From an optimization exercise on the open Yosys and OpenROAD flow, aimed at small area, a short achievable clock period and few clock cycles per item; shortcuts taken in it are not production practice. Where RTL was checked, it was by simulation tests only, not by an equivalence proof against the original. Power figures rest on the tool's default switching activity, not on a simulated workload.

Design ia_loader_top, start of the top module:
module ia_loader_top (
    input  logic                                          clk,
    input  logic                                          rst_n,
    input  logic                                          init_cfg,
    input  logic [ia_pkg::reg_width-1:0]                  k,
    input  logic [ia_pkg::reg_width-1:0]                  n,
    input  logic [ia_pkg::reg_width-1:0]                  m,
    input  logic [ia_pkg::reg_width-1:0]                  lhs_base,
    input  logic [ia_pkg::reg_width-1:0]                  lhs_row_stride_b,
    input  logic signed [ia_pkg::reg_width-1:0]           lhs_zp,
    input  logic                                          send_ia_trigger,
    output logic                                          icb_cmd_valid,
    input  logic                                          icb_cmd_ready,
    output logic                                          icb_cmd_read,
    output logic [ia_pkg::reg_width-1:0]                  icb_cmd_addr,
    output logic [ia_pkg::len_width-1:0]                  icb_cmd_len,
    input  logic                                          icb_rsp_valid,
  ...
==> flow/config.mk <==
export PLATFORM = sky130hd
export DESIGN_NAME = ia_loader_top
export DESIGN_NICKNAME = ia_loader_top
export VERILOG_FILES = /design/flow/design.v
export SDC_FILE = /design/flow/constraint.sdc
export NUM_CORES = 4
export LEC_CHECK = 0
export ABC_AREA = 1
export ABC_CLOCK_PERIOD_IN_PS = 2500
export CAP_MARGIN = 20
export CORE_MARGIN = 2
export CORE_UTILIZATION = 60
export SETUP_SLACK_MARGIN = 3.25
export SLEW_MARGIN = 20
==> flow/constraint.sdc <==
create_clock -name core_clock -period 5.5 [get_ports {clk}]
set_input_delay 1.1000 -clock core_clock [delete_from_list [all_inputs] [get_ports {clk}]]
set_output_delay 1.1000 -clock core_clock [all_outputs]
set_load 0.01 [all_outputs]
run.sh (not shown) runs the stock make flow with config.mk's settings and CLKGATE_MAP_FILE= SYNTH_SCRIPT=/design/flow/synth_recipe.tcl, a recipe that flattens the netlist after the stock synthesis.
The baseline passed the timing, design-rule and antenna checks.
Testbench counts at the start, summed over its fixed seeds: cycles 40,453, tiles 2,306.
==> next run, changes <==
Settings changed: ABC_AREA 1 to not set, SETUP_SLACK_MARGIN 3.25 to 3.0.
Outcome:
- total power is lower by well over a third
- synthesized area is lower by a few percent
- worst setup slack loses 240 ps
- final cell count is lower by about a fifth
- count of clock-buffer cells in the layout is higher by 10
- sequential power is lower by a quarter to a third
- design area is lower by a few percent
- core utilization is lower by 2.7 points
- maximum frequency is lower by a little under a tenth
- routed wire length is lower by roughly a tenth
==> next run, changes <==
Settings changed: ABC_AREA set to 1, CORE_UTILIZATION 60 to 70.
After rerunning: Die area came out lower by 11%. Design area rises by 0.41%. Global-route usage goes up by 8.5 points. Hold slack gets worse by 7.7 ps.

* * *

Setup of run H:
Another version of the RTL of ia_loader_top (not shown whole).
For scale: roughly 3,100 cells after synthesis, ~910 flip-flops, ~290 I/O pins.
export LEC_CHECK = 0
export ABC_CLOCK_PERIOD_IN_PS = 2500
export CAP_MARGIN = 20
export CORE_MARGIN = 2
export CORE_UTILIZATION = 60
export SETUP_SLACK_MARGIN = 3.0
export SLEW_MARGIN = 20
export TNS_END_PERCENT = 10
create_clock -name core_clock -period 5.5 [get_ports {clk}]
Input-level comparison between run Z and run H:
# run H
export LEC_CHECK = 0
export ABC_CLOCK_PERIOD_IN_PS = 2500
export CAP_MARGIN = 20
export CORE_MARGIN = 2
export CORE_UTILIZATION = 60
export SETUP_SLACK_MARGIN = 3.0
export SLEW_MARGIN = 20
export TNS_END_PERCENT = 10
create_clock -name core_clock -period 5.5 [get_ports {clk}]
# run Z
export LEC_CHECK = 0
export ABC_CLOCK_PERIOD_IN_PS = 2500
export CAP_MARGIN = 20
export CORE_MARGIN = 2
export CORE_UTILIZATION = 60
export SETUP_SLACK_MARGIN = 3.0
export SLEW_MARGIN = 20
create_clock -name core_clock -period 5.5 [get_ports {clk}]
[summary]
- Between run H and run Z, final worst slack increased.
- There was hardly any difference in final setup violation count between run Z and run H.
- The capturing instance or port of the critical path comes out ia_out[10] in one run and ia_out[52] in the other, namely in run Z and run H respectively.
- Run Z vs run H on met2 track demand over resource in global routing: run Z is the higher one.
- Diff run H -> run Z: number of ordinary and repair buffers in the finished layout rose by 7.9%, final cell utilization of the core rose by 1.9 points, post-route minimum period fell by 0.040 ns.
- Compared to run H, the routing of run Z uses more wire.
- [run Z vs run H] combinational share of power: higher in run Z
- Of run Z and run H, it is run Z that has the higher pin slew with the least headroom to its limit.
- Changes observed in run Z relative to run H: global-route wire length before repair went up, required time at the worst-slack endpoint went down by 0.06 ns.
No run of this note included a check of the RTL's function; only the layout flow was run.

* * *

JK:
ia_loader_top with an RTL version that a note above also has.
For scale: about 990 flip-flops, roughly 290 I/O pins.
make LEC_CHECK=0 ABC_AREA=1 ABC_CLOCK_PERIOD_IN_PS=2500 CAP_MARGIN=20 CORE_MARGIN=2 CORE_UTILIZATION=60 SETUP_SLACK_MARGIN=3.0 SLEW_MARGIN=20 finish   # period 5.5 ns
Testbench counts of JK, summed over its fixed seeds: cycles 40,453, tiles 2,306.
Setup changes, JK to MS
diff --git a/flow/config.mk b/flow/config.mk
--- a/flow/config.mk
+++ b/flow/config.mk
@@ -13 +13,2 @@
-export SETUP_SLACK_MARGIN = 3.0
+export CTS_CLUSTER_SIZE = 30
+export SETUP_SLACK_MARGIN = 3.25
==> comparison <==
- As far as latest clock arrival within the worst-skew pair is concerned, JK and MS perform about the same.
- Number of buffers inserted by port buffering: JK vs MS — no meaningful difference
- MS can be clocked faster than JK.
- In terms of slack of the worst reg-to-reg path, JK and MS differ only marginally.
- | leakage component of the power | MS vs JK | 6.7% higher |
- Count of inverters other than clock inverters in the layout grows slightly when moving from JK to MS.
- When MS is measured against JK, its number of buffers outside the clock class in the layout turns out about 50% higher.
- The core of MS is more densely filled than that of JK.

separate check: timing with driven ports:
The results above use ideal ports. As a check the final layouts listed here were re-extracted and re-timed, cells and wires unchanged.
Step 1 (the two cells are an assumption about what drives the block):
set clk [get_ports {clk}]
set_driving_cell -lib_cell sky130_fd_sc_hd__clkbuf_16 $clk
set_driving_cell -lib_cell sky130_fd_sc_hd__buf_2 [delete_from_list [all_inputs] $clk]
Step 2, shift: input delay + t, output delay - t, t = (earliest + latest rising clock arrival at the registers) / 2. This alone moves slack from input paths to output paths.
Slacks: no drivers / after step 1 / after step 2; pairs: no drivers / after step 1.
run	t, ns	setup WS [ns]	worst setup path at the end
the first run of note 1	0.722	3.031 / 3.016 / 2.493	input to register
the second run of note 1	0.714	2.793 / 2.793 / 2.327	input to register
the third run of note 1	0.730	2.957 / 2.926 / 2.359	input to register
run H	0.724	2.392 / 2.392 / 1.995	input to register
run Z	0.730	2.432 / 2.432 / 2.105	input to register
JK	0.721	2.979 / 2.911 / 2.382	input to register
MS	0.722	3.031 / 3.016 / 2.493	input to register
After both steps every run listed still meets setup and hold. The setup slack of the third run of note 1, which loses most, moves by -0.031 ns with the drivers and by -0.598 ns with both steps.
